Source: an optimization exercise on an open RTL-to-GDS flow (aim: small area and a short achievable clock period). Production flows keep margins and buffers that such runs may drop. Where RTL was checked, it was by simulation tests only, not by an equivalence proof against the original. Only the layout flow was run in runs 1 to 3 and 7; the RTL was not checked for function there. Power is estimated from default activity; no workload was simulated.

==> design/flow/design.v <==
package ex_bus_pkg;
    localparam int XLEN = 32;
    localparam int ADDR_W = 32;
    localparam int REG_ADDR_W = 5;
    localparam int BYTES_PER_WORD = XLEN / 8;
    typedef logic [XLEN-1:0] word_t;
    typedef logic [ADDR_W-1:0] addr_t;
    typedef logic [REG_ADDR_W-1:0] reg_addr_t;
    typedef logic [BYTES_PER_WORD-1:0] byte_sel_t;
    localparam int SHAMT_W = 5;
    localparam addr_t INST_STEP = 32'd4;
endpackage
package rv_isa_pkg;
    typedef logic [6:0] opcode_t;
    typedef logic [2:0] funct3_t;
    typedef logic [6:0] funct7_t;
    localparam int OPCODE_LSB = 0;
    localparam int OPCODE_W = 7;
    localparam int FUNCT3_LSB = 12;
    localparam int FUNCT3_W = 3;
    localparam int FUNCT7_LSB = 25;
    localparam int FUNCT7_W = 7;
    localparam int ALT_BIT = 30;
    localparam opcode_t OP_R = 7'b0110011;
    localparam opcode_t OP_I = 7'b0010011;
    localparam opcode_t OP_S = 7'b0100011;
    localparam opcode_t OP_L = 7'b0000011;
    localparam opcode_t OP_B = 7'b1100011;
    localparam opcode_t OP_LUI = 7'b0110111;
    localparam opcode_t OP_AUIPC = 7'b0010111;
    localparam opcode_t OP_JAL = 7'b1101111;
    localparam opcode_t OP_JALR = 7'b1100111;
    localparam funct7_t FUNCT7_ZERO = 7'b0000000;
    localparam funct7_t FUNCT7_ALT = 7'b0100000;
    localparam funct3_t FUNCT3_ADD_SUB = 3'b000;
    localparam funct3_t FUNCT3_SLL = 3'b001;
    localparam funct3_t FUNCT3_SLT = 3'b010;
    localparam funct3_t FUNCT3_SLTU = 3'b011;
    localparam funct3_t FUNCT3_XOR = 3'b100;
    localparam funct3_t FUNCT3_SRL_SRA = 3'b101;
    localparam funct3_t FUNCT3_OR = 3'b110;
    localparam funct3_t FUNCT3_AND = 3'b111;
    localparam funct3_t FUNCT3_BEQ = 3'b000;
    localparam funct3_t FUNCT3_BNE = 3'b001;
    localparam funct3_t FUNCT3_BLT = 3'b100;
    localparam funct3_t FUNCT3_BGE = 3'b101;
    localparam funct3_t FUNCT3_BLTU = 3'b110;
    localparam funct3_t FUNCT3_BGEU = 3'b111;
    localparam funct3_t FUNCT3_SB = 3'b000;
    localparam funct3_t FUNCT3_SH = 3'b001;
    localparam funct3_t FUNCT3_SW = 3'b010;
    localparam funct3_t FUNCT3_LB = 3'b000;
    localparam funct3_t FUNCT3_LH = 3'b001;
    localparam funct3_t FUNCT3_LW = 3'b010;
    localparam funct3_t FUNCT3_LBU = 3'b100;
    localparam funct3_t FUNCT3_LHU = 3'b101;
    typedef enum logic [3:0] {
        ALU,
        LUI,
        AUIPC,
        LOAD,
        STORE,
        BRANCH,
        JAL,
        JALR,
        NONE
    } op_class_t;
endpackage
module ex_top (
    input logic clk,
    input logic arst_n,
    input logic [31:0] pc,
    input logic [31:0] inst,
    input logic [31:0] reg1,
    input logic [31:0] reg2,
    input logic [31:0] imm,
    input logic [4:0] id_rd_addr,
    input logic id_rd_we,
    input logic [31:0] ram_rdata,
    output logic ram_req,
    output logic ram_we,
    output logic [3:0] ram_sel,
    output logic [31:0] ram_addr,
    output logic [31:0] ram_wdata,
    output logic [4:0] rd_addr,
    output logic [31:0] rd_wdata,
    output logic rd_we,
    output logic jump_flag,
    output logic [31:0] jump_addr
);
    logic [6:0] opc;
    logic [2:0] f3;
    logic alt;
    assign opc = inst[6:0];
    assign f3 = inst[14:12];
    assign alt = inst[30];
    logic is_r, r_ok, is_i, is_lui, is_auipc, is_ld, is_st, is_br, is_jal, is_jalr;
    logic valid;
    assign is_r = (opc == 7'b0110011);
    assign r_ok = is_r && (inst[29:25] == 5'b00000) && !inst[31];
    assign is_i = (opc == 7'b0010011);
    assign is_lui = (opc == 7'b0110111);
    assign is_auipc = (opc == 7'b0010111);
    assign is_ld = (opc == 7'b0000011);
    assign is_st = (opc == 7'b0100011);
    assign is_br = (opc == 7'b1100011);
    assign is_jal = (opc == 7'b1101111);
    assign is_jalr = (opc == 7'b1100111);
    assign valid = r_ok | is_i | is_lui | is_auipc | is_ld | is_st | is_br | is_jal | is_jalr;
    logic [31:0] maddr;
    assign maddr = reg1 + imm;
    logic sel_r1, sel_pc;
    logic [31:0] base, xsum;
    assign sel_r1 = !inst[4] && !inst[3] && (!inst[6] || inst[2]);
    assign sel_pc = (inst[4] && !inst[5]) || (inst[6] && !inst[2]) || inst[3];
    assign base = ({32{sel_r1}} & reg1) | ({32{sel_pc}} & pc);
    logic [31:0] xp, xg, xc;
    assign xp = base ^ imm;
    assign xg = base & imm;
    ex_prefix u_xpfx (.p(xp), .g(xg), .c(xc));
    assign xsum = xp ^ {xc[30:0], 1'b0};
    logic [31:0] b, bx, ysum;
    logic sub, cout, lt_u, lt_s, eq;
    assign b = inst[5] ? reg2 : imm;
    assign sub = inst[6] | (!f3[2] & f3[1]) | (!f3[2] & !f3[1] & !f3[0] & inst[5] & alt);
    assign bx = b ^ {32{sub}};
    logic [31:0] yp, yg, yg0, yc;
    assign yp = reg1 ^ bx;
    assign yg = reg1 & bx;
    assign yg0 = {yg[31:1], yg[0] | (yp[0] & sub)};
    ex_prefix u_ypfx (.p(yp), .g(yg0), .c(yc));
    assign ysum = yp ^ {yc[30:0], sub};
    assign cout = yc[31];
    assign lt_u = !cout;
    assign lt_s = lt_u ^ reg1[31] ^ b[31];
    assign eq = &yp;
    logic [31:0] r1_rev, s0, s1, s2, s3, s4, s5, sr, sl;
    logic fill;
    logic [4:0] sh;
    always_comb begin
        for (int i = 0; i < 32; i++) r1_rev[i] = reg1[31-i];
    end
    assign sh = b[4:0];
    assign fill = f3[2] & alt & reg1[31];
    assign s0 = f3[2] ? reg1 : r1_rev;
    assign s1 = sh[0] ? {{1{fill}}, s0[31:1]} : s0;
    assign s2 = sh[1] ? {{2{fill}}, s1[31:2]} : s1;
    assign s3 = sh[2] ? {{4{fill}}, s2[31:4]} : s2;
    assign s4 = sh[3] ? {{8{fill}}, s3[31:8]} : s3;
    assign s5 = sh[4] ? {{16{fill}}, s4[31:16]} : s4;
    assign sr = s5;
    always_comb begin
        for (int i = 0; i < 32; i++) sl[i] = sr[31-i];
    end
    logic [31:0] alu;
    always_comb begin
        case (f3)
            3'b000: alu = ysum;
            3'b001: alu = sl;
            3'b010: alu = {31'd0, lt_s};
            3'b011: alu = {31'd0, lt_u};
            3'b100: alu = yp;
            3'b101: alu = sr;
            3'b110: alu = yp | yg;
            default: alu = yg;
        endcase
    end
    logic [1:0] a;
    logic [7:0] rbyte;
    logic [15:0] rhalf;
    logic [31:0] ld;
    assign a = maddr[1:0];
    assign rbyte = ram_rdata[a*8 +: 8];
    assign rhalf = a[1] ? ram_rdata[31:16] : ram_rdata[15:0];
    always_comb begin
        case (f3)
            3'b000: ld = {{24{rbyte[7]}}, rbyte};
            3'b100: ld = {24'd0, rbyte};
            3'b001: ld = a[0] ? 32'd0 : {{16{rhalf[15]}}, rhalf};
            3'b101: ld = a[0] ? 32'd0 : {16'd0, rhalf};
            3'b010: ld = ram_rdata;
            default: ld = 32'd0;
        endcase
    end
    logic cond, take;
    logic [31:0] link;
    assign cond = f3[2] ? ((f3[1] ? lt_u : lt_s) ^ f3[0]) : (!f3[1] & (eq ^ f3[0]));
    assign take = (is_br & cond) | is_jal | is_jalr;
    assign link = {pc[31:2] + 30'd1, pc[1:0]};
    logic use_alu, use_x, use_ld, use_link;
    logic [31:0] result;
    assign use_alu = inst[4] & !inst[2];
    assign use_x = inst[4] & inst[2];
    assign use_ld = !inst[4] & !inst[6] & !inst[5];
    assign use_link = inst[6] & inst[2];
    assign result = ({32{use_alu}} & alu) | ({32{use_x}} & xsum)
                  | ({32{use_ld}} & ld) | ({32{use_link}} & link);
    logic st_ok, ld_ok, sb, sh_, sw;
    assign st_ok = is_st & !f3[2] & !(f3[1] & f3[0]);
    assign ld_ok = is_ld & !(f3[1] & (f3[0] | f3[2]));
    assign ram_req = st_ok | ld_ok;
    assign ram_we = st_ok;
    assign ram_addr = maddr;
    assign sb = !f3[1] & !f3[0];
    assign sh_ = f3[0];
    assign sw = f3[1];
    assign ram_sel[0] = sw | (!a[1] & !a[0]);
    assign ram_sel[1] = sw | (sb & !a[1] & a[0]) | (sh_ & !a[1] & !a[0]);
    assign ram_sel[2] = sw | (a[1] & !a[0]);
    assign ram_sel[3] = sw | (sb & a[1] & a[0]) | (sh_ & a[1] & !a[0]);
    assign ram_wdata[7:0] = reg2[7:0];
    assign ram_wdata[15:8] = sb ? reg2[7:0] : reg2[15:8];
    assign ram_wdata[23:16] = sw ? reg2[23:16] : reg2[7:0];
    assign ram_wdata[31:24] = sw ? reg2[31:24] : (sh_ ? reg2[15:8] : reg2[7:0]);
    always_ff @(posedge clk or negedge arst_n) begin
        if (!arst_n) begin
            rd_we <= 1'b0;
            jump_flag <= 1'b0;
        end else begin
            rd_we <= id_rd_we && valid;
            jump_flag <= take;
        end
    end
    always_ff @(posedge clk) begin
        rd_addr <= id_rd_addr;
        rd_wdata <= result;
        jump_addr <= {xsum[31:1], xsum[0] & !(inst[2] & !inst[3])};
    end
endmodule
module ex_prefix (
    input logic [31:0] p,
    input logic [31:0] g,
    output logic [31:0] c
);
    logic [31:0] gg, pp, gn, pn;
    always_comb begin
        gg = g;
        pp = p;
        for (int l = 0; l < 5; l++) begin
            gn = gg;
            pn = pp;
            for (int i = 0; i < 32; i++) begin
                if (((i >> l) & 1) == 1) begin
                    gn[i] = gg[i] | (pp[i] & gg[((i >> l) << l) - 1]);
                    pn[i] = pp[i] & pp[((i >> l) << l) - 1];
                end
            end
            gg = gn;
            pp = pn;
        end
        c = gg;
    end
endmodule
==> design/flow/flow/run.sh <==
#!/bin/bash
# Standard layout, with the port buffers made from the smallest plain buffer.
cp standard.sh standard_sh_copy.txt
cp config.mk config_mk_copy.txt
export BUFFER_PORTS_ARGS="-buffer_cell sky130_fd_sc_hd__buf_1"
bash standard.sh > standard.log 2>&1
==> design/flow/standard.sh <==
#!/bin/bash
# synth_recipe.tcl (not shown) runs the flow's synth.tcl, then flattens the netlist and writes it again
# the make line also repeats each setting of config.mk as NAME=value (left out here)
make -C /OpenROAD-flow-scripts/flow DESIGN_CONFIG=/design/flow/config.mk WORK_HOME=/design/flow/orfs CLKGATE_MAP_FILE= SYNTH_SCRIPT=/design/flow/synth_recipe.tcl "${@:-finish}"
==> design/flow/config.mk <==
export PLATFORM = sky130hd
export DESIGN_NAME = ex_top
export DESIGN_NICKNAME = ex_top
export VERILOG_FILES = /design/flow/design.v
export SDC_FILE = /design/flow/constraint.sdc
export NUM_CORES = 4
export LEC_CHECK = 0
export CAP_MARGIN = 20
export CORE_MARGIN = 2
export CORE_UTILIZATION = 40
export SETUP_SLACK_MARGIN = 2.0
export SLEW_MARGIN = 20
==> design/flow/constraint.sdc <==
create_clock -name core_clock -period 6.5 [get_ports {clk}]
set_input_delay 1.3000 -clock core_clock [delete_from_list [all_inputs] [get_ports {clk}]]
set_output_delay 1.3000 -clock core_clock [all_outputs]
set_load 0.01 [all_outputs]
==> flow_metrics.py, run 1 <==
metrics = {
    "cts": {
        "cts_tree": "yes",
        "cts_buffers": 9,
        "hold_buffers": 0,
        "cts_root_buffer": "clkbuf_16",
        "cts.sinks": 71,
        "cts_buffer_depth": 2,
        "path_clk_slew_ns": 0.06,
        "htree_levels": 3,
    },
    "critical_path": {
        "crit_chain": "clkbuf_2 -> ha_1 -> a21oi_1 -> o21ai_0 -> a221o_1 -> a21o_1 -> o41ai_4 -> nor2_1 -> a211oi_2 -> buf_2",
        "cpLargestDelayFamily": "compound AO/OA/AOI/OAI gates",
        "crit_path_end_kind": "primary output",
        "crit_required_ns": 5.20,
        "critPathBufInv": 2,
        "path_max_fanout": 5,
        "cp_data_arrival_time_ns": 3.91,
        "crit_slowest_cell": "o41ai_4",
        "start_kind": "input port",
        "max_stage_delay_ns": 0.47,
        "critPathKind": "in -> out",
    },
    "sta": {
        "drv_slew": 0,
        "fin_crit_sh": 0.8008,
        "fin_crit_ns": 5.206,
        "tns_ns": 0,
        "max_freq_ghz": 0.1921,
        "relSlewSlack": 0.1298,
        "hold_violations": 0,
        "grt_setup_unrepaired": "true",
        "worst_slew_pin_slew_ns": 1.305,
        "setup_viol_count_final": 0,
    },
    "detailed_routing": {
        "wl_met3_microns": 9047,
        "routed_wl_microns": 75050,
        "dr.pass1.iters": 6,
        "wire_per_inst_microns": 28.89,
        "wl_met2_microns": 32390,
        "antenna_left": 0,
        "drcViolationCount": 0,
        "vias": 16840,
        "wl_met1_microns": 27370,
        "route.top_layer_used": "met5",
        "viasPerCell": 6.481,
        "first_iter_violations": 2207,
    },
    "yosys": {
        "postSynthCellCount": 1711,
        "syn_area_per_cell_sq_um": 7.614,
        "async_reset_ff_frac": 0.02817,
        "synth_nets": 2048,
        "yosys_warnings": 2,
        "ys_seq_area_frac": 0.1099,
        "ys_types": 76,
        "synth_ff_type": "dfxtp_1",
        "synth_edf_count": 0,
        "syn_area_sq_mm": 0.01303,
        "ys_ff_latch": 71,
    },
    "grt": {
        "grt_overflow_total": 0,
        "grt_max_degree": 110,
        "grt_antenna_before_repair": 5,
        "grt_pass1_vias": 15510,
        "grt_pass1_wl_microns": 103700,
        "grt_usage": 0.4234,
    },
    "layout": {
        "design_area_sq_mm": 0.01864,
        "area_growth_pct": 43.07,
        "layout.nets": 2483,
        "layout-drive-gt1-share": 0.2735,
    },
    "pwr": {
        "ir_worst_vdd_mv": 0.1452,
        "p_leak_nw": 7.671,
        "power_per_cell_area_mw_per_mm2": 181.9,
    },
    "floorplanning": {
        "start_util": 0.4035,
        "die_h_microns": 184.5,
        "design.core.area_sq_mm": 0.03229,
        "num_rows": 66,
        "die-area_sq_mm": 0.03403,
        "die_x_microns": 184.5,
        "io_pins": 341,
    },
    "placed_design": {
        "post_dp_cell_area_sq_mm": 0.01542,
        "dp_hpwl_microns": 57160,
        "port_buffers": 325,
        "finalWeightedCongestion": 1.040,
    },
    "job": {
        "maxCapViolations": 0,
    },
    "status": {
        "outcome": "complete, no violations",
    },
    "min_path": {
        "holdCritPathClass": "in -> async",
    },
}
## layout by cell type, fill, tap and decap left out, types with 39 or more instances in the layout
| master | n |
|---|---|
| buf_1 | 273 |
| nand2_1 | 137 |
| buf_4 | 151 |
| nor2_1 | 147 |
| a22o_1 | 39 |
| a21oi_1 | 115 |
| o21ai_0 | 88 |
| dfxtp_1 | 69 |
| mux2i_1 | 68 |
| inv_1 | 82 |
| xor2_1 | 49 |
| buf_6 | 43 |
| xnor2_1 | 43 |
| ha_1 | 83 |
## logic make-up (layout without fill, tap and decap cells)
group | count (synthesis) | count (layout) | share of synthesized area
flops | 71 | 71 | 0.1099
buf+inv | 201 | 638 | 0.06272
other cells | 0 | 6 | 0
xor+xnor | 128 | 128 | 0.08605
mux | 153 | 154 | 0.1580
fa+ha+maj | 137 | 137 | 0.1379
simple gates | 451 | 452 | 0.1575
compound gates | 570 | 570 | 0.2879
## report_power, final
| part | total (mW) | internal (mW) | switching [mW] |
|---|---|---|---|
| clock network | 0.534 | 0.295 | 0.239 |
| registers | 0.561 | 0.530 | 0.0310 |
| logic | 2.30 | 0.932 | 1.36 |
## cell usage after synthesis, types with 12 or more instances
| master | count | share of area |
|---|---|---|
| nor2_1 | 157 | 0.045 |
| a21oi_1 | 142 | 0.055 |
| nand2_1 | 138 | 0.040 |
| ha_1 | 126 | 0.12 |
| o21ai_0 | 120 | 0.046 |
| inv_1 | 92 | 0.027 |
| mux2i_1 | 92 | 0.071 |
| clkbuf_1 | 72 | 0.021 |
| xor2_1 | 71 | 0.048 |
| dfxtp_1 | 69 | 0.11 |
| xnor2_1 | 57 | 0.038 |
| a22o_1 | 39 | 0.026 |
| mux4_2 | 35 | 0.061 |
| a21o_1 | 34 | 0.020 |
| o22ai_1 | 33 | 0.016 |
| nand3_1 | 30 | 0.012 |
| nor3_1 | 27 | 0.010 |
| a211oi_1 | 26 | 0.015 |
| mux2_2 | 22 | 0.019 |
| a221oi_1 | 19 | 0.013 |
| a31oi_1 | 19 | 0.0091 |
| o211ai_1 | 19 | 0.011 |
| o221ai_1 | 18 | 0.012 |
| nand2b_1 | 17 | 0.0082 |
| a22oi_1 | 16 | 0.0092 |
| nand4_1 | 16 | 0.0077 |
| buf_1 | 14 | 0.0040 |
| and3_1 | 13 | 0.0062 |
| o21a_1 | 12 | 0.0069 |
| o21bai_1 | 12 | 0.0069 |
## sequential cells by signal, summed over array words and instances, names as in the netlist
register   cells
jump_addr     32
rd_wdata      32
jump_flag      1
rd_addr        5
rd_we          1
## worst max-delay path by stage
stage | to | cells after the start | from | slack (ns)
after floorplan | ram_addr[30] | 11 | reg1[0] | 1.64
final | ram_addr[30] | 10 | reg1[19] | 1.29
after global placement | rd_wdata[17] | 19 | inst[6] | 0.70
after CTS | ram_addr[30] | 13 | reg1[0] | 1.25
after detailed placement | rd_wdata[17] | 19 | inst[6] | 0.68
after global routing | ram_addr[30] | 13 | reg1[0] | 1.18
## stage by stage
stage                     cells  total power [mW]  setup WS (ns)  hold slack [ns]  utilization
after floorplan            1711             1.727          1.642            1.004            -
after global placement     2440             2.385         0.7026            1.083       0.4774
after detailed placement   2440             2.388         0.6813            1.093       0.4774
after CTS                  2537             3.108          1.250           0.7132       0.5319
after global routing       2594             3.523          1.178           0.7252       0.5769
final                      2598             3.390          1.295           0.7202       0.5772
## layout make-up
type	instances	area, sq um
inverter	93	357.8
antenna	6	15.01
clock inverter	6	61.31
clock buffer	9	225.2
fill	3051	13650
sequential	71	1431
timing repair buffer	530	3273
tap	442	553.0
multi-input combinational	1441	12720
## repair_timing
action	4_1_cts	5_1_grt
cloned	4	0
endpoints found under the setup margin	70	50
resized for setup	171	218
buffers inserted	78	55
pin swaps	68	104
## routing by layer
| metal | GRT usage | vias to the layer above |
|---|---|---|
| li1 | - | 7235 |
| met2 | 0.6523 | 1287 |
| met1 | 0.5300 | 8014 |
| met3 | 0.09306 | 299 |
| met4 | 0.2813 | 2 |
| met5 | 0 | - |
==> inputs of run 2 (changes only) <==
--- a/design/flow/config.mk
+++ b/design/flow/config.mk
@@ -10,3 +10,3 @@
 export CORE_UTILIZATION = 40
-export SETUP_SLACK_MARGIN = 2.0
+export SETUP_SLACK_MARGIN = 1.5
 export SLEW_MARGIN = 20
==> flow_metrics.py, run 2 <==
metrics = {
    "status": {
        "outcome": "complete, no violations",
    },
    "pwr": {
        "pwr-share-seq": 0.181,
        "switching_share": 0.4939,
        "switchingPower_mw": 1.537,
        "p_clk_frac": 0.163,
        "ir_worst_vdd_mv": 0.1538,
        "p_int_mw": 1.575,
        "power_per_cell_area_mw_per_mm2": 183.8,
        "p_leak_nw": 7.084,
        "combPwrFrac": 0.656,
    },
    "critical_path": {
        "cpLargestDelayFamily": "compound AO/OA/AOI/OAI gates",
        "critPathBufInv": 3,
        "start_kind": "input port",
        "max_stage_delay_ns": 0.32,
        "crit_slowest_cell": "a21oi_1",
        "path_max_fanout": 4,
        "critPathKind": "in -> out",
        "crit_required_ns": 5.20,
        "crit_chain": "buf_1 -> ha_4 -> a21oi_1 -> o22ai_4 -> o211a_1 -> a221oi_4 -> o21ai_2 -> nor3b_4 -> o41ai_2 -> buf_4 -> nor2_2 -> a211oi_2 -> buf_2",
        "crit_path_end_kind": "primary output",
        "cp_data_arrival_time_ns": 3.85,
    },
    "placed_design": {
        "post_dp_cell_area_sq_mm": 0.01507,
        "finalWeightedCongestion": 1.048,
        "dp_hpwl_microns": 58140,
        "place_inst": 2453,
        "port_buffers": 325,
    },
    "yosys": {
        "syn_area_sq_mm": 0.01303,
        "yosys_warnings": 2,
        "yosys.area.top_type": "ha_1",
        "ys_types": 76,
        "synth_common_cells": "nor2_1 (157), a21oi_1 (142), nand2_1 (138)",
        "synth.area.top_cells": "ha_1 (12%), dfxtp_1 (11%), mux2i_1 (7.1%), mux4_2 (6.1%), a21oi_1 (5.5%)",
        "synth_ff_type": "dfxtp_1",
        "yosysMostFrequentCell": "nor2_1",
        "syn_area_per_cell_sq_um": 7.614,
        "ys_seq_area_frac": 0.1099,
        "synth_nets": 2048,
        "synth_top_area_frac": 0.1210,
        "async_reset_ff_frac": 0.02817,
        "postSynthCellCount": 1711,
        "ys_ff_latch": 71,
        "synth_edf_count": 0,
    },
    "sta": {
        "relSlewSlack": 0.2566,
        "setup_viol_count_final": 0,
        "hold_violations": 0,
        "fin_crit_ns": 5.151,
        "grt_setup_unrepaired": "true",
        "tns_ns": 0,
        "worst_slew_pin_slew_ns": 1.115,
        "drv_slew": 0,
        "max_freq_ghz": 0.1941,
        "fin_crit_sh": 0.7925,
    },
    "detailed_routing": {
        "route.top_layer_used": "met5",
        "first_iter_violations": 2268,
        "routed_wl_microns": 73330,
        "drcViolationCount": 0,
        "wire_per_inst_microns": 29.04,
        "viasPerCell": 6.435,
        "wl_met3_microns": 8782,
        "wl_met1_microns": 27670,
        "antenna_left": 0,
        "wl_met2_microns": 31250,
        "dr.pass1.iters": 6,
        "vias": 16250,
    },
    "cts": {
        "hold_buffers": 0,
        "cts_buffer_depth": 2,
        "cts.sinks": 71,
        "cts_buffers": 9,
        "cts_root_buffer": "clkbuf_16",
        "path_clk_slew_ns": 0.07,
        "cts_tree": "yes",
        "htree_levels": 3,
    },
    "grt": {
        "grt_usage": 0.4208,
        "grt_antenna_before_repair": 6,
        "grt_max_degree": 67,
        "grt_pass1_wl_microns": 102200,
        "grt_overflow_total": 0,
        "grt_pass1_vias": 15020,
    },
    "floorplanning": {
        "design.core.area_sq_mm": 0.03229,
        "num_rows": 66,
        "die_x_microns": 184.5,
        "io_pins": 341,
        "die_h_microns": 184.5,
        "die-area_sq_mm": 0.03403,
        "start_util": 0.4035,
    },
    "job": {
        "maxCapViolations": 0,
    },
    "layout": {
        "layout-drive-gt1-share": 0.1837,
        "nFillCells": 3203,
        "mostFrequentLayoutCell": "buf_1",
        "layout_common_cells": "buf_1 (281), nor2_1 (150), nand2_1 (138)",
        "design_area_sq_mm": 0.01693,
        "largestRegisters": "jump_addr (32), rd_wdata (32), rd_addr (5)",
        "stdcell_count": 2525,
        "layout.nets": 2411,
        "area_growth_pct": 29.93,
    },
    "min_path": {
        "holdCritPathClass": "in -> async",
    },
}
-- run 2: power by group through the flow --
stage,Combinational (mW),Sequential (mW),Clock [mW]
after floorplan,1.05,0.612,0
after global placement,1.77,0.571,0
after detailed placement,1.78,0.569,0
after CTS,1.88,0.563,0.511
after global routing,2.15,0.572,0.529
final,2.04,0.564,0.508
-- run 2: final cells by class --
cell class,instances,area (sq um),share of cell area
clock inverter,6,42.54,0.002513
tap,442,553.0,0.03267
clock buffer,10,239.0,0.01412
antenna,4,10.01,0.0005914
multi-input combinational,1439,11750,0.6940
inverter,93,351.6,0.02077
timing repair buffer,460,2551,0.1507
sequential,71,1431,0.08457
-- run 2: worst max path at each step --
stage	start	endpoint	slack, ns	depth (start not counted)
floorplan	inst[4]	rd_wdata[17]	1.46	20
global placement	reg1[0]	ram_addr[30]	0.54	13
finish	reg1[4]	ram_addr[30]	1.35	13
CTS	imm[0]	ram_addr[30]	1.28	14
global route	reg1[4]	ram_addr[30]	1.30	13
detailed placement	reg1[0]	ram_addr[30]	0.54	13
-- run 2: layer usage --
layer,vias to the layer above,global-route usage
li1,7101,-
met1,7738,0.5280
met2,1181,0.6322
met3,225,0.1170
met4,4,0.2717
met5,-,0
-- run 2: kinds of logic after synthesis --
family                     share of synthesized area
and+or+nand+nor                               0.1575
xor gates and xnor gates                     0.08605
buffers and inverters                        0.06272
DFF                                           0.1099
adders and majority gates                     0.1379
muxes                                         0.1580
AOI/OAI and AO/OA                             0.2879
-- run 2: stage by stage --
stage          setup WS, ns    util  power, mW  hold WS [ns]
2_1_floorplan         1.461       -      1.663         1.004
3_3_place_gp         0.5433  0.4667      2.343         1.084
3_5_place_dp         0.5403  0.4667      2.345         1.100
4_1_cts               1.282  0.5044      2.957        0.6855
5_1_grt               1.299  0.5239      3.254        0.6943
6_report              1.349  0.5242      3.111        0.7000
-- run 2: what timing repair did --
| item | in CTS | in global routing |
|---|---|---|
| endpoints found under the setup margin | 29 | 31 |
| gates resized for setup | 139 | 118 |
| cloned | 0 | 1 |
| pin swaps | 37 | 41 |
| setup buffers | 38 | 13 |
| endpoints found under the hold margin | 0 | 0 |
==> inputs of run 3 (changes only) <==
--- a/design/flow/design.v
+++ b/design/flow/design.v
@@ -243,4 +243,9 @@
                 if (((i >> l) & 1) == 1) begin
-                    gn[i] = gg[i] | (pp[i] & gg[((i >> l) << l) - 1]);
-                    pn[i] = pp[i] & pp[((i >> l) << l) - 1];
+                    if (l >= 1 && i == (1 << l)) begin
+                        gn[i] = g[i] | (p[i] & g[i-1]) | (p[i] & p[i-1] & gg[i-2]);
+                        pn[i] = p[i] & p[i-1] & pp[i-2];
+                    end else begin
+                        gn[i] = gg[i] | (pp[i] & gg[((i >> l) << l) - 1]);
+                        pn[i] = pp[i] & pp[((i >> l) << l) - 1];
+                    end
                 end
--- a/design/flow/config.mk
+++ b/design/flow/config.mk
@@ -10,3 +10,3 @@
 export CORE_UTILIZATION = 40
-export SETUP_SLACK_MARGIN = 1.5
+export SETUP_SLACK_MARGIN = 1.0
 export SLEW_MARGIN = 20
==> flow_metrics.py, run 3 <==
metrics = {
    "status": {
        "outcome": "complete, no violations",
    },
    "sta": {
        "hold_violations": 0,
        "grt_setup_unrepaired": "true",
        "fin_crit_ns": 5.469,
        "worst_slew_pin_slew_ns": 1.120,
        "relSlewSlack": 0.2472,
        "max_freq_ghz": 0.1828,
        "setup_viol_count_final": 0,
        "fin_crit_sh": 0.8414,
        "drv_slew": 0,
        "setup_ws_ns": 1.031,
        "tns_ns": 0,
    },
    "layout": {
        "antenna_cells": 0,
        "largestRegisters": "jump_addr (32), rd_wdata (32), rd_addr (5)",
        "regArea_sq_mm": 0.001431,
        "nFillCells": 3439,
        "layout-drive-gt1-share": 0.09776,
        "area_growth_pct": 18.21,
        "layout.nets": 2422,
        "layout_common_cells": "buf_1 (314), nor2_1 (164), a21oi_1 (155)",
        "post-route-util": 0.4816,
        "mostFrequentLayoutCell": "buf_1",
        "multiInputGateArea_sq_mm": 0.01119,
    },
    "cts": {
        "cts_buffers": 9,
        "cts_tree": "yes",
        "cts_buffer_depth": 2,
        "hold_buffers": 0,
        "cts_root_buffer": "clkbuf_16",
        "cts.sinks": 71,
        "path_clk_slew_ns": 0.06,
        "htree_levels": 3,
    },
    "detailed_routing": {
        "wl_met3_microns": 6412,
        "vias": 16530,
        "wl_met2_microns": 32450,
        "dr.pass1.iters": 6,
        "drcViolationCount": 0,
        "wire_per_inst_microns": 28.82,
        "route.top_layer_used": "met5",
        "antenna_left": 0,
        "routed_wl_microns": 73180,
        "wl_met1_microns": 29240,
        "viasPerCell": 6.512,
        "first_iter_violations": 2184,
    },
    "critical_path": {
        "cp-startpoint": "imm[10]",
        "cp_data_arrival_time_ns": 4.17,
        "crit_required_ns": 5.20,
        "crit_path_end_kind": "primary output",
        "path_max_fanout": 5,
        "start_kind": "input port",
        "crit_path_end": "ram_addr[29]",
        "critPathKind": "in -> out",
    },
    "yosys": {
        "synth_edf_count": 0,
        "synth_top_area_frac": 0.1196,
        "synth.area.top_cells": "ha_1 (12%), dfxtp_1 (10%), a21oi_1 (5.9%), mux4_2 (5.8%), mux2i_1 (5.4%)",
        "async_reset_ff_frac": 0.02817,
        "synth_common_cells": "nor2_1 (167), a21oi_1 (157), nand2_1 (146)",
        "yosys.area.top_type": "ha_1",
        "syn_area_per_cell_sq_um": 7.453,
        "synth_ff_type": "dfxtp_1",
        "synth_nets": 2113,
        "ys_seq_area_frac": 0.1077,
        "syn_area_sq_mm": 0.01329,
        "postSynthCellCount": 1783,
        "ys_types": 81,
        "ys_ff_latch": 71,
        "yosysMostFrequentCell": "nor2_1",
        "yosys_warnings": 2,
    },
    "floorplanning": {
        "die_h_microns": 186.3,
        "num_rows": 66,
        "start_util": 0.4074,
        "io_pins": 341,
        "die-area_sq_mm": 0.03470,
        "design.core.area_sq_mm": 0.03262,
        "die_x_microns": 186.3,
    },
    "grt": {
        "grt_usage": 0.4100,
        "grt_max_degree": 48,
        "grt_antenna_before_repair": 1,
        "grt_overflow_total": 0,
        "grt_pass1_vias": 14900,
        "grt_pass1_wl_microns": 102500,
    },
    "job": {
        "maxCapViolations": 0,
    },
    "pwr": {
        "power_mw": 2.950,
        "ir_worst_vdd_mv": 0.1553,
        "power_per_cell_area_mw_per_mm2": 187.8,
        "p_leak_nw": 6.567,
    },
    "placed_design": {
        "dp_hpwl_microns": 59440,
        "finalWeightedCongestion": 1.044,
        "pre_cts_slack_ns": 0.7324,
        "port_buffers": 325,
    },
    "min_path": {
        "holdCritPathClass": "in -> async",
    },
}
-- run 3: cell count changes after synthesis, sizes merged, moves of 15 or more --
| cell | change |
|---|---|
| o22ai | +20 |
| a21oi | +15 |
| o21ai | -23 |
| mux2i | -20 |
| nand3 | +16 |
-- run 3: cell type report --
| cell class | count | area share |
|---|---|---|
| Multi-Input combinational cell | 1508 | 0.7124 |
| Timing Repair Buffer | 405 | 0.1184 |
| Sequential cell | 71 | 0.09112 |
| Tap cell | 442 | 0.03521 |
| Inverter | 97 | 0.02318 |
| Clock buffer | 13 | 0.01720 |
| Clock inverter | 3 | 0.002549 |
-- run 3: report_power, final --
group	leakage [nW]	internal [mW]	switching, mW
clock	0.156	0.327	0.197
sequential	0.608	0.528	0.0253
combinational	5.80	0.669	1.20
-- run 3: timing repair --
item                                    in CTS  in global routing
pin swaps                                    0                  2
resized for setup                            7                 20
endpoints found under the setup margin       6                 15
buffers inserted                             0                  2
-- run 3: worst max-delay path, cell delays in order --
cell	delay [ns]
buf_1	0.26
ha_4	0.28
and3_2	0.25
a221o_1	0.37
a2111o_1	0.46
a41oi_4	0.29
nor4_4	0.10
o2111ai_2	0.31
nor3b_2	0.24
xnor2_1	0.13
buf_1	0.19
-- run 3: cells by family (layout without fill, tap and decap cells) --
kind of cell / Yosys count / in the layout / synth area share
adder cells (fa/ha/maj): 130 / 130 / 0.1241
AO/OA/AOI/OAI: 616 / 616 / 0.3102
buffers and inverters: 204 / 518 / 0.06365
AND/OR/NAND/NOR: 502 / 502 / 0.1733
multiplexers: 129 / 129 / 0.1336
XOR/XNOR: 131 / 131 / 0.08737
flip-flops: 71 / 71 / 0.1077
-- run 3: through the flow --
step	instance area, sq um	hold slack, ns	std cells
finish	15710	0.7166	2539
global route	15710	0.7151	2539
CTS	15590	0.7133	2537
detailed placement	15250	1.093	2521
global placement	15250	1.085	2521
floorplan	13290	1.004	1783
-- run 3: layer usage --
layer | GRT usage | vias to the layer above
met5 | 0 | -
met4 | 0.2485 | 2
li1 | - | 7342
met1 | 0.5270 | 7936
met2 | 0.6409 | 1042
met3 | 0.07224 | 212
-- run 3: how the worst min path moves through the flow --
stage,endpoint,slack [ns],cells after the start
5_1_grt,rd_we,0.72,1
3_3_place_gp,rd_we,1.08,1
2_1_floorplan,jump_flag,1.00,0
4_1_cts,rd_we,0.71,1
3_5_place_dp,rd_we,1.09,1
6_report,rd_we,0.72,1
==> inputs of run 4 (changes only) <==
--- a/design/flow/design.v
+++ b/design/flow/design.v
@@ -154,15 +154,4 @@
     end
-    logic [31:0] alu;
-    always_comb begin
-        case (f3)
-            3'b000: alu = ysum;
-            3'b001: alu = sl;
-            3'b010: alu = {31'd0, lt_s};
-            3'b011: alu = {31'd0, lt_u};
-            3'b100: alu = yp;
-            3'b101: alu = sr;
-            3'b110: alu = yp | yg;
-            default: alu = yg;
-        endcase
-    end
+    logic [31:0] lg;
+    assign lg = (yp & {32{!(f3[1] & f3[0])}}) | (yg & {32{f3[1]}});
     logic [1:0] a;
@@ -195,4 +184,11 @@
     assign use_link = inst[6] & inst[2];
-    assign result = ({32{use_alu}} & alu) | ({32{use_x}} & xsum)
-                  | ({32{use_ld}} & ld) | ({32{use_link}} & link);
+    logic s_sum, s_sl, s_sr, s_lg, s_slt;
+    assign s_sum = use_alu & (f3 == 3'b000);
+    assign s_sl = use_alu & (f3 == 3'b001);
+    assign s_sr = use_alu & (f3 == 3'b101);
+    assign s_lg = use_alu & f3[2] & (f3[1] | !f3[0]);
+    assign s_slt = use_alu & !f3[2] & f3[1];
+    assign result = ({32{s_sum}} & ysum) | ({32{s_sl}} & sl) | ({32{s_sr}} & sr)
+                  | ({32{s_lg}} & lg) | {31'd0, s_slt & (f3[0] ? lt_u : lt_s)}
+                  | ({32{use_x}} & xsum) | ({32{use_ld}} & ld) | ({32{use_link}} & link);
     logic st_ok, ld_ok, sb, sh_, sw;
--- a/design/flow/config.mk
+++ b/design/flow/config.mk
@@ -9,4 +9,4 @@
 export CORE_MARGIN = 2
-export CORE_UTILIZATION = 40
-export SETUP_SLACK_MARGIN = 1.0
+export CORE_UTILIZATION = 50
+export SETUP_SLACK_MARGIN = 1.5
 export SLEW_MARGIN = 20
==> flow_metrics.py, run 4 <==
metrics = {
    "layout": {
        "largestRegisters": "jump_addr (32), rd_wdata (32), rd_addr (5)",
        "design_area_sq_mm": 0.01471,
        "multiInputGateArea_sq_mm": 0.01049,
        "layout_common_cells": "buf_1 (291), a21oi_1 (118), mux2i_1 (112)",
        "mostFrequentLayoutCell": "buf_1",
        "area_growth_pct": 21.69,
        "stdcell_count": 2141,
        "layout-drive-gt1-share": 0.1374,
        "regArea_sq_mm": 0.001431,
        "layout.nets": 2113,
        "nFillCells": 2206,
        "post-route-util": 0.6231,
    },
    "sta": {
        "drv_slew": 0,
        "worst_slew_pin_slew_ns": 1.168,
        "grt_setup_unrepaired": "true",
        "fin_crit_ns": 5.201,
        "max_freq_ghz": 0.1923,
        "hold_ws_ns": 0.7154,
        "setup_viol_count_final": 0,
        "tns_ns": 0,
        "hold_violations": 0,
        "fin_crit_sh": 0.8002,
        "setup_ws_ns": 1.299,
        "relSlewSlack": 0.2182,
    },
    "critical_path": {
        "crit_top_cell": "a21o_1",
        "cp_data_arrival_time_ns": 3.90,
        "start_kind": "input port",
        "crit_required_ns": 5.20,
        "crit_chain": "buf_8 -> ha_4 -> a21o_1 -> a21o_1 -> a21o_1 -> o311a_1 -> o21ai_1 -> buf_4 -> a21o_4 -> a311oi_4 -> o41a_1 -> xnor2_1 -> buf_2",
        "crit_slowest_cell": "o41a_1",
        "max_stage_delay_ns": 0.45,
        "cpLargestDelayFamily": "compound AO/OA/AOI/OAI gates",
        "crit_cells": 13,
        "critPathBufInv": 3,
        "crit_path_end_kind": "primary output",
        "critPathKind": "in -> out",
        "path_max_fanout": 5,
    },
    "yosys": {
        "synth.area.top_cells": "dfxtp_1 (11%), ha_1 (9.8%), mux2i_1 (9.4%), a21oi_1 (5.3%), xor2_1 (5.2%)",
        "yosysMostFrequentCell": "a21oi_1",
        "syn_area_per_cell_sq_um": 8.061,
        "yosys_warnings": 2,
        "synth_ff_type": "dfxtp_1",
        "ys_types": 79,
        "yosys.area.top_type": "dfxtp_1",
        "synth_edf_count": 0,
        "async_reset_ff_frac": 0.02817,
        "postSynthCellCount": 1500,
        "syn_area_sq_mm": 0.01209,
        "synth_nets": 1798,
        "synth_common_cells": "a21oi_1 (127), mux2i_1 (114), nand2_1 (96)",
        "ys_seq_area_frac": 0.1184,
        "synth_top_area_frac": 0.1142,
        "ys_ff_latch": 71,
    },
    "placed_design": {
        "dp_hpwl_microns": 43630,
        "pre_cts_slack_ns": 0.5546,
        "finalWeightedCongestion": 1.047,
        "port_buffers": 325,
        "place_inst": 2093,
        "post_dp_cell_area_sq_mm": 0.01368,
    },
    "job": {
        "maxCapViolations": 0,
    },
    "floorplanning": {
        "start_util": 0.5121,
        "io_pins": 341,
        "num_rows": 56,
        "die_x_microns": 159.5,
        "die_h_microns": 159.5,
        "design.core.area_sq_mm": 0.02361,
        "die-area_sq_mm": 0.02544,
    },
    "cts": {
        "cts.sinks": 71,
        "cts_buffers": 9,
        "hold_buffers": 0,
        "cts_root_buffer": "clkbuf_16",
        "htree_levels": 3,
        "cts_buffer_depth": 2,
        "cts_tree": "yes",
        "path_clk_slew_ns": 0.06,
    },
    "pwr": {
        "p_leak_nw": 6.047,
        "power_per_cell_area_mw_per_mm2": 192.7,
        "ir_worst_vdd_mv": 0.1292,
        "power_mw": 2.836,
    },
    "detailed_routing": {
        "wire_per_inst_microns": 26.35,
        "first_iter_violations": 1784,
        "drcViolationCount": 0,
        "routed_wl_microns": 56430,
        "viasPerCell": 6.694,
        "antenna_left": 0,
        "vias": 14330,
        "dr.pass1.iters": 5,
    },
    "grt": {
        "grt_usage": 0.4211,
        "grt_overflow_total": 0,
        "grt_antenna_before_repair": 4,
        "grt_max_degree": 66,
        "grt_pass1_vias": 13380,
        "grt_pass1_wl_microns": 82030,
    },
    "status": {
        "outcome": "complete, no violations",
    },
    "min_path": {
        "holdCritPathClass": "in -> async",
    },
}
[run 4: timing repair]
action | CTS | global route
setup endpoints to repair | 36 | 29
buffers inserted | 21 | 8
gates cloned | 0 | 1
gates resized for setup | 76 | 49
pin swaps | 23 | 33
[run 4: metal layers]
metal	share of wire	track usage	vias to the layer above	wire, microns
li1	-	-	6411	-
met1	0.40	0.5709	6707	22610
met2	0.42	0.6307	1045	23630
met3	0.12	0.07867	167	6666
met4	0.062	0.2302	2	3501
met5	0.00016	0	-	9
[run 4: kinds of logic after synthesis]
| group | after synthesis | synth area share |
|---|---|---|
| compound gates | 533 | 0.2988 |
| buf+inv | 131 | 0.04905 |
| simple gates | 342 | 0.1367 |
| mux | 182 | 0.1902 |
| xor+xnor | 143 | 0.1036 |
| flops | 71 | 0.1184 |
| fa+ha+maj | 98 | 0.1033 |
[run 4: worst max path at each step]
stage                   end     from
3_5_place_dp   ram_addr[31]  reg1[1]
4_1_cts        ram_addr[30]   imm[0]
2_1_floorplan  ram_addr[30]  reg1[0]
6_report       ram_addr[31]   imm[6]
3_3_place_gp   ram_addr[31]  reg1[1]
5_1_grt        ram_addr[31]  reg1[8]
[run 4: final cells by class]
class                      instances  area share
sequential                        71     0.09728
multi-input combinational       1298      0.7126
timing repair buffer             403      0.1349
inverter                          32    0.008163
tap                              319     0.02713
clock buffer                       9     0.01531
antenna                            2   0.0003401
clock inverter                     7    0.004252
[run 4: report_power, final]
group,internal [mW],switching (mW)
logic,0.679,1.07
clock network,0.269,0.261
registers,0.530,0.0300
==> inputs of run 5 (changes only) <==
--- a/design/flow/config.mk
+++ b/design/flow/config.mk
@@ -7,6 +7,7 @@
 export LEC_CHECK = 0
+export ABC_AREA = 1
 export CAP_MARGIN = 20
 export CORE_MARGIN = 2
-export CORE_UTILIZATION = 50
-export SETUP_SLACK_MARGIN = 1.5
+export CORE_UTILIZATION = 40
+export SETUP_SLACK_MARGIN = 2.0
 export SLEW_MARGIN = 20
==> flow_metrics.py, run 5 <==
metrics = {
    "status": {
        "outcome": "complete, no violations",
    },
    "sta": {
        "relSlewSlack": 0.2710,
        "max_freq_ghz": 0.2228,
        "hold_violations": 0,
        "grt_setup_unrepaired": "true",
        "setup_viol_count_final": 0,
        "fin_crit_sh": 0.6904,
        "tns_ns": 0,
        "fin_crit_ns": 4.488,
        "hold_ws_ns": 0.7016,
        "drv_slew": 0,
        "worst_slew_pin_slew_ns": 1.087,
    },
    "cts": {
        "cts_root_buffer": "clkbuf_16",
        "cts_tree": "yes",
        "cts_buffers": 9,
        "cts.sinks": 71,
        "hold_buffers": 0,
        "htree_levels": 3,
        "cts_buffer_depth": 2,
        "path_clk_slew_ns": 0.05,
    },
    "layout": {
        "layout.nets": 3008,
        "layout_common_cells": "nand2_1 (725), nand3_1 (419), inv_1 (281)",
        "layout-drive-gt1-share": 0.08066,
        "post-route-util": 0.4721,
        "area_growth_pct": 16.56,
        "largestRegisters": "jump_addr (32), rd_wdata (32), rd_addr (5)",
        "mostFrequentLayoutCell": "nand2_1",
        "antenna_cells": 0,
    },
    "detailed_routing": {
        "routed_wl_microns": 73690,
        "vias": 18640,
        "antenna_left": 0,
        "viasPerCell": 5.894,
        "wire_per_inst_microns": 23.30,
        "dr.pass1.iters": 9,
        "first_iter_violations": 2432,
        "drcViolationCount": 0,
    },
    "grt": {
        "grt_pass1_vias": 17100,
        "grt_util_met1": 0.5125,
        "grt_pass1_wl_microns": 105800,
        "grt_antenna_before_repair": 1,
        "use_met2": 0.6405,
        "grt_usage": 0.4017,
        "grt_use_met3": 0.07337,
        "grt.busiest_layer": "met2",
        "grt_overflow_total": 0,
        "grt_max_degree": 49,
    },
    "yosys": {
        "ys_seq_area_frac": 0.1059,
        "postSynthCellCount": 2444,
        "synth_common_cells": "nand2_1 (735), nand3_1 (422), inv_1 (281)",
        "async_reset_ff_frac": 0.02817,
        "synth_edf_count": 0,
        "syn_area_per_cell_sq_um": 5.529,
        "synth_top_area_frac": 0.2042,
        "yosysMostFrequentCell": "nand2_1",
        "syn_area_sq_mm": 0.01351,
        "synth.area.top_cells": "nand2_1 (20%), nand3_1 (16%), dfxtp_1 (10%), ha_1 (8.8%), inv_1 (7.8%)",
        "ys_ff_latch": 71,
        "synth_ff_type": "dfxtp_1",
        "yosys_warnings": 2,
        "yosys.area.top_type": "nand2_1",
        "ys_types": 53,
        "synth_nets": 2742,
    },
    "placed_design": {
        "dp_hpwl_microns": 61320,
        "port_buffers": 325,
        "finalWeightedCongestion": 1.105,
    },
    "floorplanning": {
        "start_util": 0.4050,
        "die_h_microns": 187.8,
        "design.core.area_sq_mm": 0.03336,
        "die-area_sq_mm": 0.03527,
        "num_rows": 67,
        "io_pins": 341,
        "die_x_microns": 187.8,
    },
    "critical_path": {
        "crit_slowest_cell": "buf_1",
        "critPathKind": "in -> out",
        "crit_chain": "buf_1 -> ha_1 -> a21oi_1 -> o21ai_0 -> a221o_1 -> nor2_1 -> nand2_1 -> nand2_1 -> buf_1",
        "start_kind": "input port",
        "crit_required_ns": 5.20,
        "crit_path_end_kind": "primary output",
        "path_max_fanout": 5,
        "cp_data_arrival_time_ns": 3.19,
        "max_stage_delay_ns": 0.44,
    },
    "pwr": {
        "ir_worst_vdd_mv": 0.1702,
        "power_per_cell_area_mw_per_mm2": 176.5,
        "p_leak_nw": 7.771,
        "pwr-share-seq": 0.196,
        "switching_share": 0.5232,
        "p_int_mw": 1.326,
        "combPwrFrac": 0.628,
        "switchingPower_mw": 1.455,
        "p_clk_frac": 0.176,
    },
    "job": {
        "maxCapViolations": 0,
    },
    "min_path": {
        "holdCritPathClass": "in -> async",
    },
}
[run 5: cell count changes after synthesis, moves of 32 or more]
cell and delta:
mux2_2 -35, xnor2_1 -60, o21ai_0 +37, a21o_1 -32, nand3_1 +390, a22oi_1 -41, mux2i_1 -114, nand2_1 +639
inv_1 +250
[run 5: area by class of cell]
type | instances | area, sq um
inverters | 298 | 1124
well taps | 448 | 560.5
flip-flops and latches | 71 | 1431
repair buffers | 354 | 1546
fillers | 3811 | 17610
multi-input cells | 1976 | 10820
clock buffers | 10 | 229.0
clock inverters | 6 | 43.79
[run 5: cell families (layout without fill, tap and decap cells)]
| kind of cell | Yosys count | count (layout) | share of synthesized area |
|---|---|---|---|
| xor+xnor | 74 | 74 | 0.04796 |
| fa+ha+maj | 98 | 98 | 0.09241 |
| buf+inv | 398 | 668 | 0.1241 |
| flops | 71 | 71 | 0.1059 |
| simple gates | 1425 | 1426 | 0.4671 |
| compound gates | 378 | 378 | 0.1625 |
[run 5: worst paths after layout]
check / cells past startpoint / end / slack, ns / start
max: 9 / ram_addr[31] / 2.01 / reg1[28]
min: 1 / rd_we / 0.70 / arst_n
max in group asynchronous: 1 / jump_flag / 5.68 / arst_n
min in group core_clock: 1 / rd_addr[1] / 1.01 / id_rd_addr[1]
[run 5: repair_timing]
item | 4_1_cts | 5_1_grt
endpoints found under the setup margin | 30 | 41
gates resized for setup | 58 | 86
pin swaps | 5 | 12
gates cloned | 0 | 1
buffers inserted | 4 | 3
[run 5: through the flow]
step	instance area (sq um)	setup slack (ns)	power (mW)	std cells
finish	15750	2.012	2.780	3163
global route	15750	1.969	2.956	3163
detailed placement	14920	1.442	2.178	3139
CTS	15400	1.966	2.702	3159
floorplan	13510	2.211	1.623	2444
global placement	14920	1.470	2.168	3139
[run 5: per-layer routing]
metal / vias up / wire length (microns)
li1: 8704 / -
met1: 8617 / 30110
met2: 1103 / 32320
met3: 218 / 6706
met4: 2 / 4540
met5: - / 13
[run 5: critical path, delay by kind of cell]
family	cells	cell delay (ns)
AOI/OAI and AO/OA	3	0.64
adders and majority gates	1	0.39
buffers and inverters	2	0.59
and+or+nand+nor	3	0.26
[run 5: power groups by stage]
stage	logic, mW	registers [mW]	clock network (mW)
floorplan	1.03	0.597	0
global placement	1.62	0.553	0
detailed placement	1.62	0.554	0
CTS	1.66	0.546	0.500
global route	1.89	0.551	0.516
finish	1.75	0.545	0.491
==> inputs of run 6 (changes only) <==
--- a/design/flow/config.mk
+++ b/design/flow/config.mk
@@ -7,3 +7,2 @@
 export LEC_CHECK = 0
-export ABC_AREA = 1
 export CAP_MARGIN = 20
@@ -11,3 +10,3 @@
 export CORE_UTILIZATION = 40
-export SETUP_SLACK_MARGIN = 2.0
+export SETUP_SLACK_MARGIN = 1.0
 export SLEW_MARGIN = 20
==> flow_metrics.py, run 6 <==
metrics = {
    "job": {
        "maxCapViolations": 0,
    },
    "sta": {
        "worst_slew_pin_slew_ns": 0.7867,
        "max_freq_ghz": 0.1833,
        "setup_ws_ns": 1.045,
        "tns_ns": 0,
        "fin_crit_sh": 0.8393,
        "setup_viol_count_final": 0,
        "hold_ws_ns": 0.7080,
        "drv_slew": 0,
        "fin_crit_ns": 5.455,
        "hold_violations": 0,
        "relSlewSlack": 0.4755,
        "grt_setup_unrepaired": "true",
    },
    "floorplanning": {
        "design.core.area_sq_mm": 0.02972,
        "die_h_microns": 177.9,
        "die-area_sq_mm": 0.03164,
        "die_x_microns": 177.9,
        "io_pins": 341,
        "num_rows": 63,
        "start_util": 0.4069,
    },
    "min_path": {
        "holdCritPathClass": "in -> async",
    },
    "pwr": {
        "switching_share": 0.4779,
        "pwr-share-seq": 0.200,
        "ir_worst_vdd_mv": 0.1244,
        "combPwrFrac": 0.598,
        "switchingPower_mw": 1.350,
        "power_mw": 2.825,
        "power_per_cell_area_mw_per_mm2": 197.6,
        "p_leak_nw": 5.837,
        "p_int_mw": 1.475,
        "p_clk_frac": 0.203,
    },
    "yosys": {
        "ys_seq_area_frac": 0.1184,
        "syn_area_sq_mm": 0.01209,
        "ys_types": 79,
        "yosys.area.top_type": "dfxtp_1",
        "async_reset_ff_frac": 0.02817,
        "postSynthCellCount": 1500,
        "synth_top_area_frac": 0.1142,
        "synth_ff_type": "dfxtp_1",
        "syn_area_per_cell_sq_um": 8.061,
        "ys_ff_latch": 71,
        "synth_edf_count": 0,
        "synth.area.top_cells": "dfxtp_1 (11%), ha_1 (9.8%), mux2i_1 (9.4%), a21oi_1 (5.3%), xor2_1 (5.2%)",
        "synth_nets": 1798,
        "synth_common_cells": "a21oi_1 (127), mux2i_1 (114), nand2_1 (96)",
        "yosysMostFrequentCell": "a21oi_1",
        "yosys_warnings": 2,
    },
    "detailed_routing": {
        "wire_per_inst_microns": 26.91,
        "drcViolationCount": 0,
        "routed_wl_microns": 59070,
        "first_iter_violations": 1719,
        "viasPerCell": 6.445,
        "dr.pass1.iters": 6,
        "antenna_left": 0,
        "vias": 14150,
    },
    "critical_path": {
        "cp-startpoint": "imm[0]",
        "cp_data_arrival_time_ns": 4.16,
        "crit_chain": "buf_4 -> ha_4 -> fa_2 -> a211oi_2 -> o21bai_1 -> a31o_2 -> nand4bb_1 -> a31oi_2 -> o2111ai_2 -> buf_6 -> a21oi_4 -> a21o_1 -> a311o_1 -> buf_2",
        "critPathKind": "in -> out",
        "crit_slowest_cell": "fa_2",
        "start_kind": "input port",
        "max_stage_delay_ns": 0.41,
        "crit_cells": 14,
        "crit_path_end_kind": "primary output",
        "cpLargestDelayFamily": "compound AO/OA/AOI/OAI gates",
        "critPathBufInv": 3,
        "path_max_fanout": 3,
        "crit_required_ns": 5.20,
    },
    "cts": {
        "cts_buffer_depth": 2,
        "htree_levels": 3,
        "cts_buffers": 9,
        "cts.sinks": 71,
        "cts_root_buffer": "clkbuf_16",
        "cts_tree": "yes",
        "hold_buffers": 0,
        "path_clk_slew_ns": 0.06,
    },
    "layout": {
        "mostFrequentLayoutCell": "buf_1",
        "design_area_sq_mm": 0.01430,
        "layout.nets": 2098,
        "area_growth_pct": 18.25,
        "post-route-util": 0.4812,
        "layout_common_cells": "buf_1 (313), a21oi_1 (124), mux2i_1 (112)",
        "nFillCells": 3038,
        "stdcell_count": 2195,
        "multiInputGateArea_sq_mm": 0.01023,
        "largestRegisters": "jump_addr (32), rd_wdata (32), rd_addr (5)",
        "regArea_sq_mm": 0.001431,
        "antenna_cells": 0,
        "layout-drive-gt1-share": 0.1042,
    },
    "grt": {
        "grt_antenna_before_repair": 2,
        "grt_pass1_wl_microns": 84730,
        "grt_overflow_total": 0,
        "grt_pass1_vias": 13200,
        "grt_usage": 0.3637,
        "grt_max_degree": 49,
    },
    "placed_design": {
        "port_buffers": 325,
        "post_dp_cell_area_sq_mm": 0.01385,
        "place_inst": 2177,
        "pre_cts_slack_ns": 0.5686,
        "dp_hpwl_microns": 47640,
        "finalWeightedCongestion": 1.039,
    },
    "status": {
        "outcome": "complete, no violations",
    },
}
## run 6: changes by cell type in the layout (fill, tap and decap cells not counted), moves of 35 or more
cell,delta
buf_4,+40
mux2_2,+35
buf_1,+42
nand3_1,-388
inv_1,-250
xnor2_1,+60
nand2_1,-629
a22oi_1,+41
mux2i_1,+112
## run 6: worst paths after layout
kind,end,slack (ns)
max in group asynchronous,jump_flag,5.67
worst max-delay path,ram_addr[30],1.04
worst min-delay path,rd_we,0.71
min in group core_clock,rd_addr[4],1.01
## run 6: per-layer routing
metal / vias up / track usage / part of all wire
met2: 833 / 0.5795 / 0.45
met1: 6773 / 0.4791 / 0.42
met5: - / 0 / 0.00042
met3: 145 / 0.07219 / 0.092
li1: 6391 / - / -
met4: 4 / 0.1482 / 0.045
## run 6: power groups by stage
stage / registers (mW) / logic, mW / clock network [mW]
after global routing: 0.569 / 1.81 / 0.594
final: 0.564 / 1.69 / 0.573
after global placement: 0.570 / 1.62 / 0
after floorplan: 0.613 / 1.01 / 0
after CTS: 0.563 / 1.64 / 0.580
after detailed placement: 0.572 / 1.63 / 0
## run 6: repair_timing
item / 4_1_cts / 5_1_grt
hold endpoints to repair: 0 / 0
pin swaps: 6 / 11
endpoints found under the setup margin: 10 / 22
setup buffers: 1 / 1
gates resized for setup: 15 / 24
## run 6: cell families after synthesis
| family | synth area share |
|---|---|
| AOI/OAI and AO/OA | 0.2988 |
| xor gates and xnor gates | 0.1036 |
| adders and majority gates | 0.1033 |
| buffers and inverters | 0.04905 |
| DFF | 0.1184 |
| muxes | 0.1902 |
| and+or+nand+nor | 0.1367 |
## run 6: area by class of cell
type,instances,share of cell area
timing repair buffer,388,0.1203
clock buffer,10,0.01671
clock inverter,6,0.004725
sequential,71,0.1001
multi-input combinational,1298,0.7156
tap,390,0.03413
inverter,32,0.008400
==> inputs of run 7 (changes only) <==
--- a/design/flow/design.v
+++ b/design/flow/design.v
@@ -109,4 +109,2 @@
     assign valid = r_ok | is_i | is_lui | is_auipc | is_ld | is_st | is_br | is_jal | is_jalr;
-    logic [31:0] maddr;
-    assign maddr = reg1 + imm;
     logic sel_r1, sel_pc;
@@ -116,7 +114,3 @@
     assign base = ({32{sel_r1}} & reg1) | ({32{sel_pc}} & pc);
-    logic [31:0] xp, xg, xc;
-    assign xp = base ^ imm;
-    assign xg = base & imm;
-    ex_prefix u_xpfx (.p(xp), .g(xg), .c(xc));
-    assign xsum = xp ^ {xc[30:0], 1'b0};
+    assign xsum = base + imm;
     logic [31:0] b, bx, ysum;
@@ -160,3 +154,3 @@
     logic [31:0] ld;
-    assign a = maddr[1:0];
+    assign a = xsum[1:0];
     assign rbyte = ram_rdata[a*8 +: 8];
@@ -198,3 +192,3 @@
     assign ram_we = st_ok;
-    assign ram_addr = maddr;
+    assign ram_addr = xsum;
     assign sb = !f3[1] & !f3[0];
==> flow_metrics.py, run 7 <==
metrics = {
    "status": {
        "outcome": "complete, no violations",
    },
    "floorplanning": {
        "num_rows": 61,
        "start_util": 0.4053,
        "die-area_sq_mm": 0.02943,
        "design.core.area_sq_mm": 0.02771,
        "io_pins": 341,
        "die_x_microns": 171.6,
        "die_h_microns": 171.6,
    },
    "pwr": {
        "power_per_cell_area_mw_per_mm2": 207.6,
        "p_leak_nw": 5.661,
        "ir_worst_vdd_mv": 0.1112,
    },
    "sta": {
        "fin_crit_ns": 5.801,
        "relSlewSlack": 0.2576,
        "grt_setup_unrepaired": "true",
        "max_freq_ghz": 0.1724,
        "drv_slew": 0,
        "hold_ws_ns": 0.7062,
        "fin_crit_sh": 0.8924,
        "setup_viol_count_final": 0,
        "tns_ns": 0,
        "worst_slew_pin_slew_ns": 1.109,
        "hold_violations": 0,
    },
    "detailed_routing": {
        "first_iter_violations": 1687,
        "dr.pass1.iters": 6,
        "viasPerCell": 6.533,
        "antenna_left": 0,
        "routed_wl_microns": 57830,
        "wire_per_inst_microns": 27.47,
        "vias": 13750,
        "drcViolationCount": 0,
    },
    "critical_path": {
        "max_stage_delay_ns": 0.52,
        "crit_required_ns": 5.20,
        "start_kind": "input port",
        "cp_data_arrival_time_ns": 4.50,
        "crit_cells": 18,
        "crit_chain": "buf_2 -> a21oi_4 -> o21ai_4 -> buf_12 -> bufbuf_16 -> a22o_1 -> ha_1 -> nor2_1 -> a311oi_2 -> buf_4 -> o211ai_1 -> nand2_2 -> buf_6 -> a31oi_4 -> xor2_1 -> buf_4 -> inv_1 -> buf_2",
        "cp-startpoint": "inst[6]",
        "cpLargestDelayFamily": "buffers and inverters",
        "crit_path_end": "ram_addr[24]",
        "critPathKind": "in -> out",
        "crit_slowest_cell": "o211ai_1",
        "critPathBufInv": 8,
        "crit_path_end_kind": "primary output",
        "path_max_fanout": 15,
    },
    "yosys": {
        "synth.area.top_cells": "dfxtp_1 (12%), mux2i_1 (12%), ha_1 (7.1%), mux4_2 (5.6%), xor2_1 (5.4%)",
        "yosysMostFrequentCell": "mux2i_1",
        "syn_area_per_cell_sq_um": 8.085,
        "syn_area_sq_mm": 0.01123,
        "ys_ff_latch": 71,
        "synth_edf_count": 0,
        "postSynthCellCount": 1389,
        "synth_common_cells": "mux2i_1 (134), a21oi_1 (102), nand2_1 (90)",
        "ys_types": 80,
        "ys_seq_area_frac": 0.1275,
        "synth_ff_type": "dfxtp_1",
        "async_reset_ff_frac": 0.02817,
        "synth_nets": 1655,
        "yosys_warnings": 2,
        "synth_top_area_frac": 0.1230,
        "yosys.area.top_type": "dfxtp_1",
    },
    "layout": {
        "layout_common_cells": "buf_1 (303), mux2i_1 (132), a21oi_1 (91)",
        "mostFrequentLayoutCell": "buf_1",
        "layout-drive-gt1-share": 0.1645,
        "largestRegisters": "jump_addr (32), rd_wdata (32), rd_addr (5)",
        "layout.nets": 1987,
        "area_growth_pct": 26.76,
        "stdcell_count": 2105,
    },
    "placed_design": {
        "dp_hpwl_microns": 45390,
        "place_inst": 2060,
        "finalWeightedCongestion": 1.080,
        "port_buffers": 325,
    },
    "grt": {
        "grt_pass1_vias": 12660,
        "grt_antenna_before_repair": 2,
        "grt_pass1_wl_microns": 81660,
        "grt_usage": 0.3801,
        "grt_max_degree": 50,
        "grt_overflow_total": 0,
    },
    "cts": {
        "htree_levels": 3,
        "hold_buffers": 0,
        "cts_buffer_depth": 2,
        "cts_root_buffer": "clkbuf_16",
        "cts.sinks": 71,
        "cts_tree": "yes",
        "path_clk_slew_ns": 0.07,
        "cts_buffers": 9,
    },
    "min_path": {
        "holdCritPathClass": "in -> async",
    },
    "job": {
        "maxCapViolations": 0,
    },
}
==> run 7: final cells by class <==
type	instances	area [sq um]
antenna	1	2.502
clock buffer	9	225.2
tap	378	473.0
inverter	24	92.59
multi-input combinational	1187	9741
fill	2794	13470
clock inverter	7	77.57
sequential	71	1431
timing repair buffer	428	2192
==> run 7: kinds of logic after synthesis <==
group | synth area share
and+or+nand+nor | 0.1421
adders and majority gates | 0.07487
buffers and inverters | 0.05337
AOI/OAI and AO/OA | 0.2994
muxes | 0.2116
DFF | 0.1275
xor gates and xnor gates | 0.09125
==> run 7: worst min path at each step <==
stage | startpoint | endpoint | cells after the start
after floorplan | arst_n | jump_flag | 0
after global placement | arst_n | jump_flag | 1
after detailed placement | arst_n | rd_we | 1
after CTS | arst_n | rd_we | 1
after global routing | arst_n | rd_we | 1
final | arst_n | rd_we | 1
==> run 7: per-layer routing <==
metal  global-route usage  part of all wire
met4               0.2152             0.068
met3              0.08007              0.10
met5                    0                 0
met1               0.4895              0.39
met2               0.5888              0.44
==> run 7: power breakdown <==
| group | total [mW] | internal, mW | switching (mW) |
|---|---|---|---|
| sequential | 0.554 | 0.532 | 0.0227 |
| combinational | 1.86 | 0.735 | 1.12 |
| clock | 0.545 | 0.302 | 0.243 |
==> run 7: what timing repair did <==
action | in CTS | in global routing
buffers inserted | 13 | 12
pin swaps | 22 | 33
cloned | 3 | 0
setup endpoints to repair | 21 | 21
resized for setup | 58 | 53
==> run 7: through the flow <==
stage / setup WS, ns / utilization / power [mW] / cell area, sq um
floorplan: 0.9966 / - / 1.630 / 11350
global placement: 0.4670 / 0.4727 / 2.227 / 13100
detailed placement: 0.3758 / 0.4727 / 2.230 / 13100
CTS: 0.7243 / 0.5009 / 2.864 / 13880
global route: 0.6307 / 0.5137 / 3.100 / 14230
finish: 0.6991 / 0.5138 / 2.956 / 14230

## what the ideal ports hide
No port has a modelled driver above. Below, the same layouts with a new extraction and two added sets of constraints. Step 1, drivers: a clkbuf_16 drives clk and a buf_2 each remaining input, both assumed. Step 2 moves the port delays by t, midway between the first and last clock arrival at a register: inputs arrive t later, outputs are due t later. That takes back most of the time a late clock gives input paths. Three values: no drivers, after step 1, after step 2; two values: the first two.
run | t (ns) | slack for setup (ns) | worst setup path after step 2 | worst register clock-pin slew, ns | pins driven straight from the clock port
run 1 | 0.416 | 1.294 / 1.259 / 1.213 | input to register | 0.07 / 0.07 | 1
run 2 | 0.426 | 1.349 / 1.320 / 1.055 | input to register | 0.07 / 0.07 | 1
run 3 | 0.401 | 1.031 / 1.006 / 0.811 | input to register | 0.06 / 0.06 | 1
run 4 | 0.409 | 1.299 / 1.261 / 1.222 | input to register | 0.08 / 0.08 | 1
run 5 | 0.437 | 2.012 / 1.986 / 1.829 | input to register | 0.08 / 0.08 | 1
run 6 | 0.417 | 1.045 / 1.019 / 0.741 | input to register | 0.08 / 0.08 | 1
run 7 | 0.410 | 0.699 / 0.645 / 0.645 | input to output | 0.07 / 0.07 | 1
After both steps setup and hold are still met in every run listed. The setup slack of run 6, which loses most, moves by -0.026 ns with the drivers and by -0.304 ns with both steps.
